From an optimization exercise on the open Yosys and OpenROAD flow, aimed at small area, a short achievable clock period and few clock cycles per item; shortcuts taken in it are not production practice.
At most, simulation tests tie the RTL to the original design; equivalence was not proved.
The RTL of run 1 was laid out without a check of its function.

==> flow/design.v, too long to show whole: its modules and the start of the top module <==
// module mlp_seq_accel: 955 lines
module mlp_seq_accel (
  input  logic        clk,
  input  logic        reset,
  input  logic        start,
  output logic [9:0]  x_addr,
  input  logic [31:0] x_data,
  output logic [19:0] w_addr,
  input  logic [31:0] w_data,
  output logic        rd_en,
  output logic        busy,
  output logic        done,
  output logic [3:0]  predicted_digit,
  output logic [31:0] max_score
);
  // ...
==> flow/flow/run.sh <==
#!/bin/bash
set -uo pipefail
bash standard.sh SETUP_SLACK_MARGIN=9.0 \
  "CTS_ARGS=-sink_clustering_enable -repair_clock_nets -dont_use_dummy_load -sink_clustering_size 24 -sink_clustering_max_diameter 100" \
  finish > flow_make.log 2>&1
==> flow/standard.sh <==
#!/bin/bash
# synth_recipe.tcl (not shown) runs the flow's synth.tcl, then flattens the netlist and writes it again
# the make line also repeats each setting of config.mk as NAME=value (left out here)
make -C /OpenROAD-flow-scripts/flow DESIGN_CONFIG=/design/flow/config.mk WORK_HOME=/design/flow/orfs CLKGATE_MAP_FILE= SYNTH_SCRIPT=/design/flow/synth_recipe.tcl "${@:-finish}"
==> flow/config.mk <==
export PLATFORM = sky130hd
export DESIGN_NAME = mlp_seq_accel
export DESIGN_NICKNAME = mlp_seq_accel
export VERILOG_FILES = /design/flow/design.v
export SDC_FILE = /design/flow/constraint.sdc
export NUM_CORES = 4
export LEC_CHECK = 0
export CAP_MARGIN = 20
export CORE_MARGIN = 2
export CORE_UTILIZATION = 45
export SLEW_MARGIN = 20
==> flow/constraint.sdc <==
create_clock -name core_clock -period 13.0 [get_ports {clk}]
set_input_delay 2.6000 -clock core_clock [delete_from_list [all_inputs] [get_ports {clk}]]
set_output_delay 2.6000 -clock core_clock [all_outputs]
set_load 0.01 [all_outputs]
==> qor.yml, run 1 <==
status: "no timing/DRC/antenna violations"
reg2reg_depth: 17
n_all_buffers: 305
synth_ff_type: "dfxtp_1"
worstSetupEndpointType: "flop"
viasPerCell: 5.85
cts-resized-gates: 240
multi_input_area_um2: 30900
numPortBuffers: 132
final-clk-cell-share: 0.0244
cts_tree: "yes"
holdPathStages: 0
final_cell_count_no_fill: 7457
design_area_um2: 67700
hold_viol_final: 0
async_flop_share: 0.0529
grt_use_met3: 0.0842
crit_end: "ring_q[9][66]"
ys_top_cells_by_area: "dfxtp_1 (35%), fa_1 (11%), edfxtp_1 (6.9%), a22o_1 (4.9%), ha_1 (4.8%)"
cts_sinks: 1266
dr_wl_met2_mm: 74.9
die_area_um2: 138000
grt_remaining_overflow: 0
r2r_end: "ring_q[9][66]"
wl_per_cell_um: 24.0
==> inputs of run 2 (changes only) <==
--- a/flow/design.v
+++ b/flow/design.v
@@ -169,17 +169,17 @@
         4'b0001, 4'b0010, 4'b1101, 4'b1110: {bs4_q[j], bs3_q[j], bs2_q[j], bs1_q[j]} <= 4'b0001;
         4'b0011, 4'b0100, 4'b1011, 4'b1100: {bs4_q[j], bs3_q[j], bs2_q[j], bs1_q[j]} <= 4'b0010;
         4'b0101, 4'b0110, 4'b1001, 4'b1010: {bs4_q[j], bs3_q[j], bs2_q[j], bs1_q[j]} <= 4'b0100;
         4'b0111, 4'b1000:                   {bs4_q[j], bs3_q[j], bs2_q[j], bs1_q[j]} <= 4'b1000;
         default:                            {bs4_q[j], bs3_q[j], bs2_q[j], bs1_q[j]} <= 4'b0000;
       endcase
     end
   end
-  logic [71:0] mul_s, mul_c, s_q, c_q;
+  logic [71:0] mul_s, mul_c, mul_e, s_q, c_q, e_q;
   wire [34:0] pp0;
   wire [34:0] pp1;
   wire [34:0] pp2;
   wire [34:0] pp3;
   wire [34:0] pp4;
   wire [34:0] pp5;
   wire [34:0] pp6;
   wire [34:0] pp7;
@@ -750,159 +750,41 @@
   wire fs3_231 = hc2_39 ^ hs2_40 ^ pp10[27];
   wire fc3_231 = (hc2_39 & hs2_40) | (hc2_39 & pp10[27]) | (hs2_40 & pp10[27]);
   wire fs3_232 = hc2_40 ^ ~pp8[34] ^ pp9[31];
   wire fc3_232 = (hc2_40 & ~pp8[34]) | (hc2_40 & pp9[31]) | (~pp8[34] & pp9[31]);
   wire hs3_44 = pp9[32] ^ pp10[29];
   wire hc3_44 = pp9[32] & pp10[29];
   wire hs3_45 = pp9[33] ^ pp10[30];
   wire hc3_45 = pp9[33] & pp10[30];
-  wire hs4_46 = pp0[3] ^ pp1[0];
-  wire hc4_46 = pp0[3] & pp1[0];
-  wire hs4_47 = pp0[4] ^ pp1[1];
-  wire hc4_47 = pp0[4] & pp1[1];
-  wire hs4_48 = pp0[5] ^ pp1[2];
-  wire hc4_48 = pp0[5] & pp1[2];
-  wire fs4_233 = hs3_41 ^ pp2[0] ^ bneg_q[2];
-  wire fc4_233 = (hs3_41 & pp2[0]) | (hs3_41 & bneg_q[2]) | (pp2[0] & bneg_q[2]);
-  wire fs4_234 = hc3_41 ^ hs3_42 ^ pp2[1];
-  wire fc4_234 = (hc3_41 & hs3_42) | (hc3_41 & pp2[1]) | (hs3_42 & pp2[1]);
-  wire fs4_235 = hc3_42 ^ hs3_43 ^ pp2[2];
-  wire fc4_235 = (hc3_42 & hs3_43) | (hc3_42 & pp2[2]) | (hs3_43 & pp2[2]);
-  wire fs4_236 = hc3_43 ^ fs3_183 ^ bneg_q[3];
-  wire fc4_236 = (hc3_43 & fs3_183) | (hc3_43 & bneg_q[3]) | (fs3_183 & bneg_q[3]);
-  wire fs4_237 = fc3_183 ^ fs3_184 ^ pp3[1];
-  wire fc4_237 = (fc3_183 & fs3_184) | (fc3_183 & pp3[1]) | (fs3_184 & pp3[1]);
-  wire fs4_238 = fc3_184 ^ fs3_185 ^ pp3[2];
-  wire fc4_238 = (fc3_184 & fs3_185) | (fc3_184 & pp3[2]) | (fs3_185 & pp3[2]);
-  wire fs4_239 = fc3_185 ^ fs3_186 ^ bneg_q[4];
-  wire fc4_239 = (fc3_185 & fs3_186) | (fc3_185 & bneg_q[4]) | (fs3_186 & bneg_q[4]);
-  wire fs4_240 = fc3_186 ^ fs3_187 ^ hs2_35;
-  wire fc4_240 = (fc3_186 & fs3_187) | (fc3_186 & hs2_35) | (fs3_187 & hs2_35);
-  wire fs4_241 = fc3_187 ^ fs3_188 ^ hs2_36;
-  wire fc4_241 = (fc3_187 & fs3_188) | (fc3_187 & hs2_36) | (fs3_188 & hs2_36);
-  wire fs4_242 = fc3_188 ^ fs3_189 ^ fs2_105;
-  wire fc4_242 = (fc3_188 & fs3_189) | (fc3_188 & fs2_105) | (fs3_189 & fs2_105);
-  wire fs4_243 = fc3_189 ^ fs3_190 ^ fs2_107;
-  wire fc4_243 = (fc3_189 & fs3_190) | (fc3_189 & fs2_107) | (fs3_190 & fs2_107);
-  wire fs4_244 = fc3_190 ^ fs3_191 ^ fs2_109;
-  wire fc4_244 = (fc3_190 & fs3_191) | (fc3_190 & fs2_109) | (fs3_191 & fs2_109);
-  wire fs4_245 = fc3_191 ^ fs3_192 ^ fs2_111;
-  wire fc4_245 = (fc3_191 & fs3_192) | (fc3_191 & fs2_111) | (fs3_192 & fs2_111);
-  wire fs4_246 = fc3_192 ^ fs3_193 ^ fs2_113;
-  wire fc4_246 = (fc3_192 & fs3_193) | (fc3_192 & fs2_113) | (fs3_193 & fs2_113);
-  wire fs4_247 = fc3_193 ^ fs3_194 ^ fs2_115;
-  wire fc4_247 = (fc3_193 & fs3_194) | (fc3_193 & fs2_115) | (fs3_194 & fs2_115);
-  wire fs4_248 = fc3_194 ^ fs3_195 ^ fs2_117;
-  wire fc4_248 = (fc3_194 & fs3_195) | (fc3_194 & fs2_117) | (fs3_195 & fs2_117);
-  wire fs4_249 = fc3_195 ^ fs3_196 ^ fs2_119;
-  wire fc4_249 = (fc3_195 & fs3_196) | (fc3_195 & fs2_119) | (fs3_196 & fs2_119);
-  wire fs4_250 = fc3_196 ^ fs3_197 ^ fs2_121;
-  wire fc4_250 = (fc3_196 & fs3_197) | (fc3_196 & fs2_121) | (fs3_197 & fs2_121);
-  wire fs4_251 = fc3_197 ^ fs3_198 ^ fs2_123;
-  wire fc4_251 = (fc3_197 & fs3_198) | (fc3_197 & fs2_123) | (fs3_198 & fs2_123);
-  wire fs4_252 = fc3_198 ^ fs3_199 ^ fs2_125;
-  wire fc4_252 = (fc3_198 & fs3_199) | (fc3_198 & fs2_125) | (fs3_199 & fs2_125);
-  wire fs4_253 = fc3_199 ^ fs3_200 ^ fs2_127;
-  wire fc4_253 = (fc3_199 & fs3_200) | (fc3_199 & fs2_127) | (fs3_200 & fs2_127);
-  wire fs4_254 = fc3_200 ^ fs3_201 ^ fs2_129;
-  wire fc4_254 = (fc3_200 & fs3_201) | (fc3_200 & fs2_129) | (fs3_201 & fs2_129);
-  wire fs4_255 = fc3_201 ^ fs3_202 ^ fs2_131;
-  wire fc4_255 = (fc3_201 & fs3_202) | (fc3_201 & fs2_131) | (fs3_202 & fs2_131);
-  wire fs4_256 = fc3_202 ^ fs3_203 ^ fs2_133;
-  wire fc4_256 = (fc3_202 & fs3_203) | (fc3_202 & fs2_133) | (fs3_203 & fs2_133);
-  wire fs4_257 = fc3_203 ^ fs3_204 ^ fs2_135;
-  wire fc4_257 = (fc3_203 & fs3_204) | (fc3_203 & fs2_135) | (fs3_204 & fs2_135);
-  wire fs4_258 = fc3_204 ^ fs3_205 ^ fs2_137;
-  wire fc4_258 = (fc3_204 & fs3_205) | (fc3_204 & fs2_137) | (fs3_205 & fs2_137);
-  wire fs4_259 = fc3_205 ^ fs3_206 ^ fs2_139;
-  wire fc4_259 = (fc3_205 & fs3_206) | (fc3_205 & fs2_139) | (fs3_206 & fs2_139);
-  wire fs4_260 = fc3_206 ^ fs3_207 ^ fs2_141;
-  wire fc4_260 = (fc3_206 & fs3_207) | (fc3_206 & fs2_141) | (fs3_207 & fs2_141);
-  wire fs4_261 = fc3_207 ^ fs3_208 ^ fs2_143;
-  wire fc4_261 = (fc3_207 & fs3_208) | (fc3_207 & fs2_143) | (fs3_208 & fs2_143);
-  wire fs4_262 = fc3_208 ^ fs3_209 ^ fs2_145;
-  wire fc4_262 = (fc3_208 & fs3_209) | (fc3_208 & fs2_145) | (fs3_209 & fs2_145);
-  wire fs4_263 = fc3_209 ^ fs3_210 ^ fs2_147;
-  wire fc4_263 = (fc3_209 & fs3_210) | (fc3_209 & fs2_147) | (fs3_210 & fs2_147);
-  wire fs4_264 = fc3_210 ^ fs3_211 ^ fs2_149;
-  wire fc4_264 = (fc3_210 & fs3_211) | (fc3_210 & fs2_149) | (fs3_211 & fs2_149);
-  wire fs4_265 = fc3_211 ^ fs3_212 ^ fs2_151;
-  wire fc4_265 = (fc3_211 & fs3_212) | (fc3_211 & fs2_151) | (fs3_212 & fs2_151);
-  wire fs4_266 = fc3_212 ^ fs3_213 ^ fs2_153;
-  wire fc4_266 = (fc3_212 & fs3_213) | (fc3_212 & fs2_153) | (fs3_213 & fs2_153);
-  wire fs4_267 = fc3_213 ^ fs3_214 ^ fs2_155;
-  wire fc4_267 = (fc3_213 & fs3_214) | (fc3_213 & fs2_155) | (fs3_214 & fs2_155);
-  wire fs4_268 = fc3_214 ^ fs3_215 ^ fs2_157;
-  wire fc4_268 = (fc3_214 & fs3_215) | (fc3_214 & fs2_157) | (fs3_215 & fs2_157);
-  wire fs4_269 = fc3_215 ^ fs3_216 ^ fs2_159;
-  wire fc4_269 = (fc3_215 & fs3_216) | (fc3_215 & fs2_159) | (fs3_216 & fs2_159);
-  wire fs4_270 = fc3_216 ^ fs3_217 ^ fs2_161;
-  wire fc4_270 = (fc3_216 & fs3_217) | (fc3_216 & fs2_161) | (fs3_217 & fs2_161);
-  wire fs4_271 = fc3_217 ^ fs3_218 ^ fs2_163;
-  wire fc4_271 = (fc3_217 & fs3_218) | (fc3_217 & fs2_163) | (fs3_218 & fs2_163);
-  wire fs4_272 = fc3_218 ^ fs3_219 ^ fs2_165;
-  wire fc4_272 = (fc3_218 & fs3_219) | (fc3_218 & fs2_165) | (fs3_219 & fs2_165);
-  wire fs4_273 = fc3_219 ^ fs3_220 ^ fs2_167;
-  wire fc4_273 = (fc3_219 & fs3_220) | (fc3_219 & fs2_167) | (fs3_220 & fs2_167);
-  wire fs4_274 = fc3_220 ^ fs3_221 ^ fs2_169;
-  wire fc4_274 = (fc3_220 & fs3_221) | (fc3_220 & fs2_169) | (fs3_221 & fs2_169);
-  wire fs4_275 = fc3_221 ^ fs3_222 ^ fs2_171;
-  wire fc4_275 = (fc3_221 & fs3_222) | (fc3_221 & fs2_171) | (fs3_222 & fs2_171);
-  wire fs4_276 = fc3_222 ^ fs3_223 ^ fs2_173;
-  wire fc4_276 = (fc3_222 & fs3_223) | (fc3_222 & fs2_173) | (fs3_223 & fs2_173);
-  wire fs4_277 = fc3_223 ^ fs3_224 ^ fs2_175;
-  wire fc4_277 = (fc3_223 & fs3_224) | (fc3_223 & fs2_175) | (fs3_224 & fs2_175);
-  wire fs4_278 = fc3_224 ^ fs3_225 ^ fs2_177;
-  wire fc4_278 = (fc3_224 & fs3_225) | (fc3_224 & fs2_177) | (fs3_225 & fs2_177);
-  wire fs4_279 = fc3_225 ^ fs3_226 ^ fs2_179;
-  wire fc4_279 = (fc3_225 & fs3_226) | (fc3_225 & fs2_179) | (fs3_226 & fs2_179);
-  wire fs4_280 = fc3_226 ^ fs3_227 ^ hs2_37;
-  wire fc4_280 = (fc3_226 & fs3_227) | (fc3_226 & hs2_37) | (fs3_227 & hs2_37);
-  wire fs4_281 = fc3_227 ^ fs3_228 ^ hs2_38;
-  wire fc4_281 = (fc3_227 & fs3_228) | (fc3_227 & hs2_38) | (fs3_228 & hs2_38);
-  wire fs4_282 = fc3_228 ^ fs3_229 ^ pp10[25];
-  wire fc4_282 = (fc3_228 & fs3_229) | (fc3_228 & pp10[25]) | (fs3_229 & pp10[25]);
-  wire fs4_283 = fc3_229 ^ fs3_230 ^ 1'b1;
-  wire fc4_283 = (fc3_229 & fs3_230) | (fc3_229 & 1'b1) | (fs3_230 & 1'b1);
-  wire fs4_284 = fc3_230 ^ fs3_231 ^ 1'b1;
-  wire fc4_284 = (fc3_230 & fs3_231) | (fc3_230 & 1'b1) | (fs3_231 & 1'b1);
-  wire fs4_285 = fc3_231 ^ fs3_232 ^ pp10[28];
-  wire fc4_285 = (fc3_231 & fs3_232) | (fc3_231 & pp10[28]) | (fs3_232 & pp10[28]);
-  wire fs4_286 = fc3_232 ^ hs3_44 ^ 1'b1;
-  wire fc4_286 = (fc3_232 & hs3_44) | (fc3_232 & 1'b1) | (hs3_44 & 1'b1);
-  wire fs4_287 = hc3_44 ^ hs3_45 ^ 1'b1;
-  wire fc4_287 = (hc3_44 & hs3_45) | (hc3_44 & 1'b1) | (hs3_45 & 1'b1);
-  wire fs4_288 = hc3_45 ^ ~pp9[34] ^ pp10[31];
-  wire fc4_288 = (hc3_45 & ~pp9[34]) | (hc3_45 & pp10[31]) | (~pp9[34] & pp10[31]);
-  wire hs4_49 = pp10[32] ^ 1'b1;
-  wire hc4_49 = pp10[32] & 1'b1;
-  wire hs4_50 = pp10[33] ^ 1'b1;
-  wire hc4_50 = pp10[33] & 1'b1;
-  assign mul_s = {1'b1, 1'b1, 1'b1, 1'b1, 1'b1, 1'b1, 1'b1, hc4_50, hc4_49, fc4_288, fc4_287, fc4_286, fc4_285, fc4_284, fc4_283, fc4_282, fc4_281, fc4_280, fc4_279, fc4_278, fc4_277, fc4_276, fc4_275, fc4_274, fc4_273, fc4_272, fc4_271, fc4_270, fc4_269, fc4_268, fc4_267, fc4_266, fc4_265, fc4_264, fc4_263, fc4_262, fc4_261, fc4_260, fc4_259, fc4_258, fc4_257, fc4_256, fc4_255, fc4_254, fc4_253, fc4_252, fc4_251, fc4_250, fc4_249, fc4_248, fc4_247, fc4_246, fc4_245, fc4_244, fc4_243, fc4_242, fc4_241, fc4_240, fc4_239, fc4_238, fc4_237, fc4_236, fc4_235, fc4_234, fc4_233, hc4_48, hc4_47, hc4_46, hs4_46, pp0[2], pp0[1], pp0[0]};
-  assign mul_c = {1'b0, 1'b0, 1'b0, 1'b0, 1'b0, 1'b0, 1'b0, ~pp10[34], hs4_50, hs4_49, fs4_288, fs4_287, fs4_286, fs4_285, fs4_284, fs4_283, fs4_282, fs4_281, fs4_280, fs4_279, fs4_278, fs4_277, fs4_276, fs4_275, fs4_274, fs4_273, fs4_272, fs4_271, fs4_270, fs4_269, fs4_268, fs4_267, fs4_266, fs4_265, fs4_264, fs4_263, fs4_262, fs4_261, fs4_260, fs4_259, fs4_258, fs4_257, fs4_256, fs4_255, fs4_254, fs4_253, fs4_252, fs4_251, fs4_250, fs4_249, fs4_248, fs4_247, fs4_246, fs4_245, fs4_244, fs4_243, fs4_242, fs4_241, fs4_240, fs4_239, fs4_238, fs4_237, fs4_236, fs4_235, fs4_234, fs4_233, hs4_48, hs4_47, bneg_q[1], 1'b0, 1'b0, bneg_q[0]};
+  assign mul_s = {1'b1, 1'b1, 1'b1, 1'b1, 1'b1, 1'b1, 1'b1, ~pp10[34], pp10[33], pp10[32], hc3_45, hc3_44, fc3_232, fc3_231, fc3_230, fc3_229, fc3_228, fc3_227, fc3_226, fc3_225, fc3_224, fc3_223, fc3_222, fc3_221, fc3_220, fc3_219, fc3_218, fc3_217, fc3_216, fc3_215, fc3_214, fc3_213, fc3_212, fc3_211, fc3_210, fc3_209, fc3_208, fc3_207, fc3_206, fc3_205, fc3_204, fc3_203, fc3_202, fc3_201, fc3_200, fc3_199, fc3_198, fc3_197, fc3_196, fc3_195, fc3_194, fc3_193, fc3_192, fc3_191, fc3_190, fc3_189, fc3_188, fc3_187, fc3_186, fc3_185, fc3_184, fc3_183, hc3_43, hc3_42, hc3_41, hs3_41, pp0[5], pp0[4], pp0[3], pp0[2], pp0[1], pp0[0]};
+  assign mul_c = {1'b0, 1'b0, 1'b0, 1'b0, 1'b0, 1'b0, 1'b0, 1'b0, 1'b1, 1'b1, ~pp9[34], hs3_45, hs3_44, fs3_232, fs3_231, fs3_230, fs3_229, fs3_228, fs3_227, fs3_226, fs3_225, fs3_224, fs3_223, fs3_222, fs3_221, fs3_220, fs3_219, fs3_218, fs3_217, fs3_216, fs3_215, fs3_214, fs3_213, fs3_212, fs3_211, fs3_210, fs3_209, fs3_208, fs3_207, fs3_206, fs3_205, fs3_204, fs3_203, fs3_202, fs3_201, fs3_200, fs3_199, fs3_198, fs3_197, fs3_196, fs3_195, fs3_194, fs3_193, fs3_192, fs3_191, fs3_190, fs3_189, fs3_188, fs3_187, fs3_186, fs3_185, fs3_184, fs3_183, hs3_43, hs3_42, pp2[0], pp1[2], pp1[1], pp1[0], 1'b0, 1'b0, bneg_q[0]};
+  assign mul_e = {1'b0, 1'b0, 1'b0, 1'b0, 1'b0, 1'b0, 1'b0, 1'b0, 1'b0, 1'b0, pp10[31], 1'b1, 1'b1, pp10[28], 1'b1, 1'b1, pp10[25], hs2_38, hs2_37, fs2_179, fs2_177, fs2_175, fs2_173, fs2_171, fs2_169, fs2_167, fs2_165, fs2_163, fs2_161, fs2_159, fs2_157, fs2_155, fs2_153, fs2_151, fs2_149, fs2_147, fs2_145, fs2_143, fs2_141, fs2_139, fs2_137, fs2_135, fs2_133, fs2_131, fs2_129, fs2_127, fs2_125, fs2_123, fs2_121, fs2_119, fs2_117, fs2_115, fs2_113, fs2_111, fs2_109, fs2_107, fs2_105, hs2_36, hs2_35, bneg_q[4], pp3[2], pp3[1], bneg_q[3], pp2[2], pp2[1], bneg_q[2], 1'b0, 1'b0, bneg_q[1], 1'b0, 1'b0, 1'b0};
   always_ff @(posedge clk) begin
     s_q <= mul_s;
     c_q <= mul_c;
+    e_q <= mul_e;
   end
-  logic [71:0] acc_q, xin, t3, c3, sum;
+  logic [71:0] acc_q, xin, t3, c3, sum, s2, c2;
   logic [70:0] ring_q [10];
   logic [31:0] r_out, best_q;
   logic [3:0]  bidx_q;
   logic [3:0]  pred_q;
   logic [31:0] score_q;
   logic        take;
   logic        sp_q, sn_q;    
   logic [30:0] act_n;
   logic        co_lo, cya_q, cyr_q;
   logic [71:0] acc_res;
   always_comb begin
     xin = ({72{f_radd_q}} & {ring_q[0][70], ring_q[0]}) | ({72{f_acc_q}} & acc_q);
-    t3  = xin ^ s_q ^ c_q;
-    c3  = {(xin[70:0] & s_q[70:0]) | (xin[70:0] & c_q[70:0]) | (s_q[70:0] & c_q[70:0]), 1'b0};
+    s2  = s_q ^ c_q ^ e_q;
+    c2  = {(s_q[70:0] & c_q[70:0]) | (s_q[70:0] & e_q[70:0]) | (c_q[70:0] & e_q[70:0]), 1'b0};
+    t3  = xin ^ s2 ^ c2;
+    c3  = {(xin[70:0] & s2[70:0]) | (xin[70:0] & c2[70:0]) | (s2[70:0] & c2[70:0]), 1'b0};
     {co_lo, sum[35:0]} = {1'b0, t3[35:0]} + {1'b0, c3[35:0]};
     sum[71:36] = t3[71:36] + c3[71:36] + {35'd0, f_acc_q & cya_q};
     acc_res = {acc_q[71:36] + {35'd0, cya_q}, acc_q[35:0]};
     if (acc_res[71])          act_n = '0;
     else if (|acc_res[70:55]) act_n = 31'h7FFF_FFFF;
     else                      act_n = acc_res[54:24];
     if (sn_q)      r_out = 32'h8000_0000;
     else if (sp_q) r_out = 32'h7FFF_FFFF;
==> flow/flow/run.sh (replaced) <==
#!/bin/bash
set -uo pipefail
bash standard.sh SETUP_SLACK_MARGIN=9.3 \
  "CTS_ARGS=-sink_clustering_enable -repair_clock_nets -dont_use_dummy_load -sink_clustering_size 24 -sink_clustering_max_diameter 100" \
  finish > flow_make.log 2>&1
==> qor.yml, run 2 <==
status: "no timing/DRC/antenna violations"
crit_arrival_ps: 1270
ys_top_cells_by_area: "dfxtp_1 (36%), fa_1 (11%), edfxtp_1 (6.8%), a22o_1 (5.3%), ha_1 (4.8%)"
pre_cts_ws_ps: 8000
grt_remaining_overflow: 0  # unchanged
syn_area_per_cell_um2: 10.8
cts_sinks: 1318  # +4.1%
reg2reg_depth: 16  # -1
path_buf_inv: 1
final.setup_skew_ps: 66.0
place_congestion: 0.906
yosys_warnings: 2
setup_ws_ps: 9130
start_kind: "flop"
numCtsBuffers: 70
drive_above_1_share: 0.133
critPathSlowestCell: "dfrtp_1"
synth.most_common_cell: "dfxtp_1"
synth_top_area_cell: "dfxtp_1"
gr-max-usage-layer: "met1"
ios: 136
root_buffer: "clkbuf_16"
numPortBuffers: 132  # unchanged
async_flop_share: 0.0508  # -0.00209
largest_registers: "ring_q x710, acc_q x72, s_q x64"
maxCapViolations: 0
grt.total_usage: 0.254
grt_pass1_vias: 42800
cts.clk_slew.worst_paths_ps: 90
largest_register_ffs: 710
layout.nets: 6294
setup_viol: 0
grt_max_degree: 67
path_cells: "buf_2"
ys_seq_elements: 1318
insertion_delay_ps: 680
num_rows: 135
min_period_over_period: 0.298
grt_pass1_wl_mm: 273
drc: 0
synth.distinct_cells: 93
hold_class: "reg -> reg"
initial_utilization: 0.454
ys_seq_area_frac: 0.456
viasPerCell: 5.94  # +1.6%
cp_top_family: "flip-flops"
layout_common_cells: "dfxtp_1 (1025), inv_1 (513), a22o_1 (357)"
core-area_um2: 136000
vias: 44200
critPathMaxFanout: 2
die-width_um: 374
clock.fmax_mhz: 259
ant_nets: 0
synth-edff-count: 140
grt_util_met1: 0.366
placed_cell_area_um2: 64200
drtPass1Iterations: 10
synthTopCellsByCount: "dfxtp_1 (1111), inv_1 (522), a22o_1 (370)"
die_h_um: 374
holdPathStages: 0  # unchanged
cts_tree: "yes"
syn_area_um2: 61600
die_area_um2: 140000  # +1.1%
worst_path_largest_cell_delay_ps: 430
critPathRequiredTime_ps: 10400
layout_commonest_cell: "dfxtp_1"
setup_tns_ps: 0
use_met2: 0.353
first_iter_violations: 4944
grt_use_met3: 0.0830  # -0.00124
drv_slew: 0
slew_headroom: 0.291
antenna_found_initial: 6
synth_top_area_frac: 0.361
wl_per_cell_um: 24.8  # +3.3%
area_growth_pct: 11.5
synth_ff_type: "dfxtp_1"
path_depth: 1
period_minus_slack_ps: 3870
design_area_um2: 68700  # +1.4%
path_class: "reg -> out"
worstMarginPinSlew_ps: 1060
synth_cells: 5688
cts.path.max_buffers: 3
worstSetupEndpointType: "primary output"
hpwl_mm: 118
cts_htree_levels: 3
rsz0062_at_grt: "true"
drt-total-wl_mm: 185
hold_viol_final: 0  # unchanged
max_flop_register: "ring_q"
[run 2: cell types whose count changed after synthesis, moves of 29 or more]
cell / before / now
clkbuf_1: 335 / 364
dfxtp_1: 1059 / 1111
nand2_1: 191 / 153
inv_1: 662 / 522
a31oi_1: 24 / 60
o21ai_0: 137 / 183
mux2i_1: 39 / 3
nand3_1: 77 / 126
a22oi_1: 127 / 89
[run 2: path summary, 6_finish.rpt]
| kind | from | endpoint | slack [ps] |
|---|---|---|---|
| worst max-delay path | score_q[3] | max_score[3] | 9130 |
| worst min-delay path | ring_q[6][8] | ring_q[5][8] | 290 |
| worst max register to register | s_q[36] | ring_q[9][68] | 9160 |
| worst min register to register | ring_q[6][8] | ring_q[5][8] | 290 |
| max in group asynchronous | reset | f_acc_q | 9540 |
| min in group asynchronous | reset | tag0_q[1] | 2260 |
[run 2: what timing repair did]
item / 4_1_cts / 5_1_grt
pin swaps: 52 / 67
gates resized for setup: 468 / 221
cloned: 5 / 6
hold buffers: 0 / 0
setup buffers: 71 / 45
setup endpoints to repair: 295 / 236
[run 2: stage by stage]
stage	hold slack, ps	util	cells
floorplan	310	-	5690
detailed placement	312	0.474	7242
CTS	303	0.496	7388
global placement	309	0.474	7242
global route	301	0.506	7439
finish	293	0.506	7440
[run 2: layout make-up]
cell class	count	area, um2
flip-flops and latches	1318	28300
repair buffers	333	3020
diodes	1	2.50
fillers	11900	67000
well taps	1781	2230
multi-input cells	3413	31400
inverters	524	1970
clock buffers	70	1750
[run 2: layer usage]
metal | share of wire | routed length [um]
met1 | 0.45 | 82600
met5 | 0.00012 | 23
met2 | 0.40 | 74000
met3 | 0.12 | 21500
met4 | 0.035 | 6380
[run 2: cells by family (layout without fill, tap and decap cells)]
logic type,Yosys count,in the layout,share of synthesized area
buffers and inverters,961,927,0.0591
AND/OR/NAND/NOR,806,807,0.0645
adder cells (fa/ha/maj),570,570,0.156
flip-flops,1318,1318,0.456
XOR/XNOR,537,537,0.0763
other,1,4,0.0000609
AO/OA/AOI/OAI,1419,1420,0.174
multiplexers,76,76,0.0139
Testbench counts of run 2, summed over its fixed seeds: cycles 814,328, items 8.
==> inputs of run 3 (changes only) <==
==> flow/flow/run.sh (replaced) <==
#!/bin/bash
set -uo pipefail
bash standard.sh SETUP_SLACK_MARGIN=9.3 TNS_END_PERCENT=5 \
  "CTS_ARGS=-sink_clustering_enable -repair_clock_nets -dont_use_dummy_load -sink_clustering_size 24 -sink_clustering_max_diameter 100" \
  finish > flow_make.log 2>&1
==> qor.yml, run 3 <==
status: "no timing/DRC/antenna violations"
slew_headroom: 0.259  # -0.0319
yosys_warnings: 2  # unchanged
largest_registers: "ring_q x710, acc_q x72, s_q x64"
drv_slew: 0  # unchanged
critPathRequiredTime_ps: 10400  # about the same
setup_tns_ps: 0  # unchanged
layout_commonest_cell: "dfxtp_1"
grt_remaining_overflow: 0  # unchanged
synthTopCellsByCount: "dfxtp_1 (1111), inv_1 (522), a22o_1 (370)"
cts.clk_slew.worst_paths_ps: 90  # about the same
numPortBuffers: 132  # unchanged
syn_area_per_cell_um2: 10.8  # unchanged
synth_ff_type: "dfxtp_1"
worstMarginPinSlew_ps: 1110  # +54.3 ps
syn_area_um2: 61600  # unchanged
insertion_delay_ps: 690  # about the same
drive_above_1_share: 0.0980  # -0.0354
start_kind: "flop"
gr-max-usage-layer: "met1"
min_period_over_period: 0.302  # +0.00451
area_growth_pct: 9.29
grt_pass1_wl_mm: 269  # -1.4%
largest_register_ffs: 710  # unchanged
initial_utilization: 0.454  # unchanged
ys_seq_area_frac: 0.456  # unchanged
ios: 136  # unchanged
num_rows: 135  # unchanged
clock.fmax_mhz: 255  # -1.5%
synthMuxAreaShare: 0.0139  # unchanged
die-width_um: 374  # unchanged
synthAdderAreaFrac: 0.156  # unchanged
cts_htree_levels: 3  # unchanged
core-area_um2: 136000  # unchanged
yosys.area_share.simple: 0.0645  # unchanged
path_class: "reg -> out"
max_flop_register: "ring_q"
hold_slack_ps: 311  # +17.8 ps
synth_top_family_by_area: "compound AO/OA/AOI/OAI gates"
wl_per_cell_um: 24.4  # -1.8%
vias: 44000  # -0.52%
crit_arrival_ps: 1330  # +60 ps
antenna_found_initial: 11  # +5
period_minus_slack_ps: 3930  # +58.6 ps
synth_cells: 5688  # unchanged
synthXorXnorAreaFrac: 0.0763  # unchanged
cp_top_family: "flip-flops"
path_buf_inv: 1  # unchanged
hold_buffers: 0  # unchanged
worstSetupEndpointType: "primary output"
rsz0062_at_grt: "true"
place_congestion: 0.903  # -0.33%
critPathSlowestCell: "dfrtp_1"
die_area_um2: 140000  # unchanged
synth-compound-area-share: 0.174  # unchanged
numCtsBuffers: 67  # -4.3%
synth-edff-count: 140  # unchanged
hold_viol_final: 0  # unchanged
drc: 0  # unchanged
first_iter_violations: 4913  # -0.63%
cts.path.max_buffers: 3  # unchanged
maxCapViolations: 0  # unchanged
synth_top_area_frac: 0.361  # unchanged
synth.distinct_cells: 93  # unchanged
grt_util_met1: 0.371  # +0.00404
use_met2: 0.346  # -0.00700
cts_tree: "yes"
drtPass1Iterations: 6  # -4
die_h_um: 374  # unchanged
path_cells: "dlygate4sd2_1"
critPathMaxFanout: 2  # unchanged
ant_nets: 0  # unchanged
root_buffer: "clkbuf_16"
synth.most_common_cell: "dfxtp_1"
grt.total_usage: 0.250  # -0.00406
setup_viol: 0  # unchanged
ys_top_cells_by_area: "dfxtp_1 (36%), fa_1 (11%), edfxtp_1 (6.8%), a22o_1 (5.3%), ha_1 (4.8%)"
layout.nets: 6247  # -0.75%
drt-total-wl_mm: 180  # -2.4%
async_flop_share: 0.0508  # unchanged
worst_path_largest_cell_delay_ps: 390  # -40 ps
grt_use_met3: 0.0697  # -0.0133
cts_sinks: 1318  # unchanged
viasPerCell: 5.95  # about the same
hpwl_mm: 117  # -0.64%
grt_pass1_vias: 42700  # -0.32%
ys_seq_elements: 1318  # unchanged
hold_class: "reg -> reg"
final.setup_skew_ps: 83.8  # +17.8 ps
synth_top_area_cell: "dfxtp_1"
grt_max_degree: 54  # -19%
layout_common_cells: "dfxtp_1 (1058), inv_1 (519), a22o_1 (363)"
run 3: cell counts after synthesis:
Identical to the previous run, type by type.
run 3: stage by stage:
step | util | cells | setup WS (ps) | instance area, um2
floorplan | - | 5690 | 8980 | 61600
global placement | 0.474 | 7252 | 7610 | 64300
detailed placement | 0.474 | 7252 | 7570 | 64300
CTS | 0.490 | 7351 | 9010 | 66500
global route | 0.496 | 7392 | 8960 | 67300
finish | 0.496 | 7394 | 9070 | 67300
run 3: layout make-up:
type                       instances  area [um2]
antenna                            2        5.00
clock buffer                      67        1680
fill                           12200       68300
inverter                         524        1970
multi-input combinational       3412       30700
sequential                      1318       28200
tap                             1781        2230
timing repair buffer             290        2560
run 3: layer usage:
layer  share of wire  up-vias
li1                -    19700
met2            0.40     2303
met3            0.11      464
met5         0.00018        -
met1            0.46    21500
met4           0.035        6
run 3: repair_timing:
action                     CTS  global route
pin swaps                   15            39
buffers inserted            28            38
cloned                       4             3
setup endpoints to repair  280           244
resized for setup          189           140
run 3: cells by family after synthesis:
family                     Yosys count
buffers and inverters              961
AOI/OAI and AO/OA                 1419
and+or+nand+nor                    806
DFF                               1318
xor gates and xnor gates           537
muxes                               76
adders and majority gates          570
other                                1
run 3: final timing paths:
path,depth (start not counted),start,end,slack (ps)
hold reg to reg,0,ring_q[2][36],ring_q[1][36],310
hold / removal,0,ring_q[2][36],ring_q[1][36],310
max in group asynchronous,3,reset,score_q[0],9600
setup / recovery,1,score_q[8],max_score[8],9070
min in group asynchronous,2,reset,po_q[1],2270
setup reg to reg,14,f_radd_q,acc_q[29],9090
==> inputs of run 4 (changes only) <==
==> flow/flow/run.sh (replaced) <==
#!/bin/bash
set -uo pipefail
bash standard.sh SETUP_SLACK_MARGIN=9.0 TNS_END_PERCENT=5 \
  "CTS_ARGS=-sink_clustering_enable -repair_clock_nets -dont_use_dummy_load -sink_clustering_size 24 -sink_clustering_max_diameter 100" \
  finish > flow_make.log 2>&1
--- a/flow/config.mk
+++ b/flow/config.mk
@@ -8,4 +8,4 @@
 export CAP_MARGIN = 20
 export CORE_MARGIN = 2
-export CORE_UTILIZATION = 45
+export CORE_UTILIZATION = 55
 export SLEW_MARGIN = 20
==> qor.yml, run 4 <==
grt_util_met1: 0.426  # +0.0555
use_met2: 0.420  # +0.0735
setup_tns_ps: 0  # unchanged
ys_seq_elements: 1318  # unchanged
initial_utilization: 0.556  # +0.102
async_flop_share: 0.0508  # unchanged
hold_class: "reg -> reg"
grt_remaining_overflow: 0  # unchanged
fin_util: 0.595  # +0.0984
grt.total_usage: 0.293  # +0.0431
numCtsBuffers: 68  # +1.5%
cts_tree: "yes"
cts_sinks: 1318  # unchanged
synth.distinct_cells: 93  # unchanged
hpwl_mm: 119  # +1.5%
synth_ff_type: "dfxtp_1"
drc: 0  # unchanged
synth.most_common_cell: "dfxtp_1"
max_flop_register: "ring_q"
layout_commonest_cell: "dfxtp_1"
cts_htree_levels: 3  # unchanged
setup_viol: 0  # unchanged
clock.fmax_mhz: 239  # -6.0%
synth_top_area_frac: 0.361  # unchanged
path_cells: "clkdlybuf4s50_1"
crit_arrival_ps: 1580  # +250 ps
grt_max_degree: 70  # +30%
worst_path_largest_cell_delay_ps: 540  # +150 ps
die_area_um2: 115000  # -18%
place_congestion: 0.903  # about the same
drt-total-wl_mm: 172  # -4.5%
register_area_um2: 28200  # about the same
multi_input_area_um2: 30000  # -2.2%
largest_register_ffs: 710  # unchanged
final.setup_skew_ps: 49.9  # -33.9 ps
worstSetupEndpointType: "primary output"
syn_area_per_cell_um2: 10.8  # unchanged
insertion_delay_ps: 670  # -20 ps
vias: 43100  # -1.9%
synthTopCellsByCount: "dfxtp_1 (1111), inv_1 (522), a22o_1 (370)"
ios: 136  # unchanged
fillerInstances: 9405  # -23%
ys_seq_area_frac: 0.456  # unchanged
grt_pass1_vias: 41200  # -3.6%
synth-edff-count: 140  # unchanged
ys_top_cells_by_area: "dfxtp_1 (36%), fa_1 (11%), edfxtp_1 (6.8%), a22o_1 (5.3%), ha_1 (4.8%)"
die_h_um: 339  # -9.4%
yosys_warnings: 2  # unchanged
synth_cells: 5688  # unchanged
start_kind: "flop"
antenna_found_initial: 6  # -5
area_growth_pct: 7.00
path_buf_inv: 1  # unchanged
hold_viol_final: 0  # unchanged
syn_area_um2: 61600  # unchanged
maxCapViolations: 0  # unchanged
worstMarginPinSlew_ps: 1090  # -18.8 ps
critPathRequiredTime_ps: 10400  # about the same
largest_registers: "ring_q x710, acc_q x72, s_q x64"
period_minus_slack_ps: 4180  # +249 ps
drive_above_1_share: 0.0640  # -0.0340
gr-max-usage-layer: "met1"
wl_per_cell_um: 24.4  # +0.27%
path_class: "reg -> out"
first_iter_violations: 4439  # -9.6%
ant_nets: 0  # unchanged
status: "no timing/DRC/antenna violations"
viasPerCell: 6.13  # +3.0%
num_rows: 122  # -9.6%
slew_headroom: 0.271  # +0.0125
rsz0062_at_grt: "true"
drtPass1Iterations: 7  # +1
grt_use_met3: 0.0774  # +0.00770
layout.nets: 6183  # -1.0%
die-width_um: 339  # -9.4%
cts.path.max_buffers: 3  # unchanged
hold_buffers: 0  # unchanged
drv_slew: 0  # unchanged
core-area_um2: 111000  # -18%
min_period_over_period: 0.321  # +0.0192
numPortBuffers: 132  # unchanged
layout_common_cells: "dfxtp_1 (1063), inv_1 (520), a22o_1 (370)"
root_buffer: "clkbuf_16"
cts.clk_slew.worst_paths_ps: 90  # about the same
critPathMaxFanout: 2  # unchanged
synth_top_area_cell: "dfxtp_1"
cp_top_family: "buffers and inverters"
critPathSlowestCell: "clkdlybuf4s50_1"
grt_pass1_wl_mm: 260  # -3.5%
-- run 4: cell counts after synthesis --
No cell type changed its count.
-- run 4: layer usage --
layer	vias up	part of all wire
met5	-	0.000052
met4	2	0.038
met3	429	0.10
met2	2142	0.41
met1	20900	0.45
li1	19600	-
-- run 4: final cells by class --
class / instances / share of cell area
Inverter: 524 / 0.0299
Antenna cell: 4 / 0.000152
Tap cell: 1488 / 0.0282
Sequential cell: 1318 / 0.428
Clock buffer: 68 / 0.0258
Multi-Input combinational cell: 3411 / 0.456
Timing Repair Buffer: 226 / 0.0326
-- run 4: cells by family (layout without fill, tap and decap cells) --
kind of cell               count (synthesis)  count (layout)  synth area share
muxes                                     76              76            0.0139
DFF                                     1318            1318             0.456
xor gates and xnor gates                 537             537            0.0763
adders and majority gates                570             570             0.156
AOI/OAI and AO/OA                       1419            1419             0.174
buffers and inverters                    961             818            0.0591
and+or+nand+nor                          806             806            0.0645
other                                      1               7         0.0000609
-- run 4: path summary, 6_finish.rpt --
| check | start | endpoint | cells past startpoint | slack [ps] |
|---|---|---|---|---|
| worst max-delay path | score_q[3] | max_score[3] | 1 | 8820 |
| worst min-delay path | ring_q[4][65] | ring_q[3][65] | 0 | 300 |
| worst max register to register | s_q[9] | ring_q[9][34] | 13 | 8860 |
| worst min register to register | ring_q[4][65] | ring_q[3][65] | 0 | 300 |
| max in group asynchronous | reset | hs_q[1] | 4 | 9970 |
| min in group asynchronous | reset | busy_q | 3 | 2390 |
-- run 4: through the flow --
stage / hold WS (ps) / std cells / setup slack, ps / instance area [um2]
after detailed placement: 312 / 6948 / 7680 / 63800
after global placement: 310 / 6948 / 7740 / 63800
final: 297 / 7039 / 8820 / 65900
after global routing: 304 / 7036 / 8740 / 65900
after floorplan: 310 / 5690 / 8980 / 61600
after CTS: 290 / 7030 / 8780 / 65800
-- run 4: timing repair --
item	CTS	global route
buffers inserted	13	4
setup endpoints to repair	210	209
gates resized for setup	33	21
cloned	1	0
pin swaps	4	2
==> inputs of run 5 (changes only) <==
==> flow/flow/run.sh (replaced) <==
#!/bin/bash
set -uo pipefail
bash standard.sh SETUP_SLACK_MARGIN=9.0 \
  "CTS_ARGS=-sink_clustering_enable -repair_clock_nets -dont_use_dummy_load -sink_clustering_size 24 -sink_clustering_max_diameter 100" \
  finish > flow_make.log 2>&1
--- a/flow/config.mk
+++ b/flow/config.mk
@@ -8,4 +8,4 @@
 export CAP_MARGIN = 20
 export CORE_MARGIN = 2
-export CORE_UTILIZATION = 55
+export CORE_UTILIZATION = 45
 export SLEW_MARGIN = 20
==> qor.yml, run 5 <==
start_kind: "flop"
m1WireLength_mm: 83.3  # +8.4%
maxCapViolations: 0  # unchanged
drtPass1Iterations: 8  # +1
ant_nets: 0  # unchanged
async_flop_share: 0.0508  # unchanged
critPathMaxFanout: 2  # unchanged
numPortBuffers: 132  # unchanged
core-area_um2: 136000  # +22%
synth-edff-count: 140  # unchanged
die_area_um2: 140000  # +22%
die-width_um: 374  # +10%
hp-start: "ring_q[5][1]"
cts_htree_levels: 3  # unchanged
antenna_found_initial: 4  # -2
cp-startpoint: "score_q[6]"
setup_tns_ps: 0  # unchanged
path_class: "reg -> out"
layout_commonest_cell: "dfxtp_1"
period_minus_slack_ps: 3940  # -233 ps
ios: 136  # unchanged
yosys_warnings: 2  # unchanged
fin_util: 0.491  # -0.104
grt_remaining_overflow: 0  # unchanged
hold_viol_final: 0  # unchanged
dp.cells: 7241  # +4.2%
layout_common_cells: "dfxtp_1 (1056), inv_1 (519), a22o_1 (370)"
routed.top_layer: "met5"
drive_above_1_share: 0.0762  # +0.0122
area_growth_pct: 8.01
syn_area_per_cell_um2: 10.8  # unchanged
drc: 0  # unchanged
largest_register_ffs: 710  # unchanged
place_congestion: 0.901  # -0.31%
wl_met3_mm: 20.0  # +14%
num_rows: 135  # +11%
first_iter_violations: 4849  # +9.2%
holdPathStages: 0  # unchanged
rsz0062_at_grt: "true"
die_h_um: 374  # +10%
grt.total_usage: 0.253  # -0.0406
cts.clk_slew.worst_paths_ps: 90  # about the same
synthTopCellsByCount: "dfxtp_1 (1111), inv_1 (522), a22o_1 (370)"
fillerInstances: 12300  # +30%
ys_top_cells_by_area: "dfxtp_1 (36%), fa_1 (11%), edfxtp_1 (6.8%), a22o_1 (5.3%), ha_1 (4.8%)"
final.setup_skew_ps: 61.6  # +11.6 ps
path_depth: 1  # unchanged
min_period_over_period: 0.303  # -0.0179
insertion_delay_ps: 690  # +20 ps
drt-total-wl_mm: 181  # +5.0%
cts_tree: "yes"
synth_ff_type: "dfxtp_1"
cts_sinks: 1318  # unchanged
root_buffer: "clkbuf_16"
synth_cells: 5688  # unchanged
drv_slew: 0  # unchanged
viasPerCell: 5.96  # -2.7%
design_area_um2: 66600  # +0.95%
layout.nets: 6197  # +0.23%
clock.fmax_mhz: 254  # +5.9%
status: "no timing/DRC/antenna violations"
dr_wl_met2_mm: 71.4  # +0.52%
synth_top_area_cell: "dfxtp_1"
initial_utilization: 0.454  # -0.102
ys_seq_area_frac: 0.456  # unchanged
final_cell_count_no_fill: 7344  # +4.3%
reg2reg_depth: 9  # -4
critPathRequiredTime_ps: 10400  # about the same
path_cells: "dlygate4sd2_1"
synth.distinct_cells: 93  # unchanged
grt_pass1_wl_mm: 271  # +4.5%
hpwl_mm: 120  # +0.47%
worstSetupEndpointType: "primary output"
grt_pass1_vias: 42800  # +3.9%
path_buf_inv: 1  # unchanged
worst_path_largest_cell_delay_ps: 390  # -150 ps
max_flop_register: "ring_q"
wl_per_cell_um: 24.6  # +0.62%
cts.path.max_buffers: 3  # unchanged
placed_cell_area_um2: 64200  # +0.60%
syn_area_um2: 61600  # unchanged
r2r-start: "a_q[23]"
slew_headroom: 0.252  # -0.0194
hold_class: "reg -> reg"
setup_viol: 0  # unchanged
synth.most_common_cell: "dfxtp_1"
largest_registers: "ring_q x710, acc_q x72, s_q x64"
synth_top_area_frac: 0.361  # unchanged
hold_buffers: 0  # unchanged
numCtsBuffers: 68  # unchanged
ys_seq_elements: 1318  # unchanged
vias: 43800  # +1.5%
worstMarginPinSlew_ps: 1120  # +29.1 ps
critPathSlowestCell: "dfrtp_1"
cp_top_family: "flip-flops"
grt_max_degree: 57  # -19%
crit_arrival_ps: 1340  # -240 ps
==> run 5: cell counts after synthesis <==
Identical to the previous run, type by type.
==> run 5: final timing paths <==
path | endpoint | slack, ps
min | ring_q[4][1] | 280
max | max_score[6] | 9060
min in group asynchronous | tag2_q[2] | 2310
min reg2reg | ring_q[4][1] | 280
max reg2reg | c_q[38] | 9070
max in group asynchronous | f_radd_q | 9580
==> run 5: timing repair <==
action	CTS	global route
resized for setup	145	63
endpoints found under the setup margin	232	111
cloned	1	1
pin swaps	7	22
setup buffers	25	6
==> run 5: metrics by stage <==
stage                     setup WS (ps)  hold WS, ps
after CTS                          8900          280
after floorplan                    9100          310
after global routing               8930          287
after detailed placement           7860          312
final                              9060          281
after global placement             7790          310
==> run 5: logic make-up (layout without fill, tap and decap cells) <==
logic type | after synthesis | count (layout) | synth area share
AOI/OAI and AO/OA | 1419 | 1420 | 0.174
xor gates and xnor gates | 537 | 537 | 0.0763
adders and majority gates | 570 | 570 | 0.156
buffers and inverters | 961 | 831 | 0.0591
DFF | 1318 | 1318 | 0.456
muxes | 76 | 76 | 0.0139
other | 1 | 5 | 0.0000609
and+or+nand+nor | 806 | 806 | 0.0645
==> run 5: cell type report <==
class	instances	area, um2	share of cell area
diodes	2	5.00	0.0000752
well taps	1781	2230	0.0335
flip-flops and latches	1318	28200	0.424
repair buffers	239	2170	0.0326
clock buffers	68	1700	0.0256
inverters	524	1970	0.0296
multi-input cells	3412	30300	0.455
==> run 5: layer usage <==
| metal | GRT usage | vias to the layer above |
|---|---|---|
| li1 | - | 19600 |
| met5 | 0 | - |
| met4 | 0.0831 | 4 |
| met2 | 0.348 | 2285 |
| met1 | 0.375 | 21400 |
| met3 | 0.0749 | 462 |

==> re-timing with driven ports <==
Ports are ideal in the flow. The routed layouts listed here were re-timed in OpenROAD. Step 1: set_driving_cell puts a clkbuf_16 on clk and a buf_2 on each other input, an assumption about the parent block. Step 2 moves the port delays by t, midway between the first and last clock arrival at a register: inputs arrive t later, outputs are due t later. That takes back most of the time a late clock gives input paths. Slacks: no drivers / after step 1 / after step 2; pairs: no drivers / after step 1.
| run | shift t [ns] | slack for setup (ns) | worst slew at a driven data input, ns |
|---|---|---|---|
| run 1 | 0.742 | 8.867 / 8.867 / 8.867 | 0.10 |
| run 2 | 0.729 | 9.132 / 9.052 / 8.859 | 0.06 |
| run 3 | 0.722 | 9.073 / 8.996 / 8.933 | 0.06 |
| run 4 | 0.720 | 8.824 / 8.748 / 8.858 | 0.05 |
| run 5 | 0.738 | 9.057 / 8.974 / 8.907 | 0.06 |
After both steps setup and hold are still met in every run listed. For run 2, which loses most, drivers alone change the setup slack by -0.080 ns; drivers and shift together by -0.273 ns. Setup slack includes reset recovery checks.
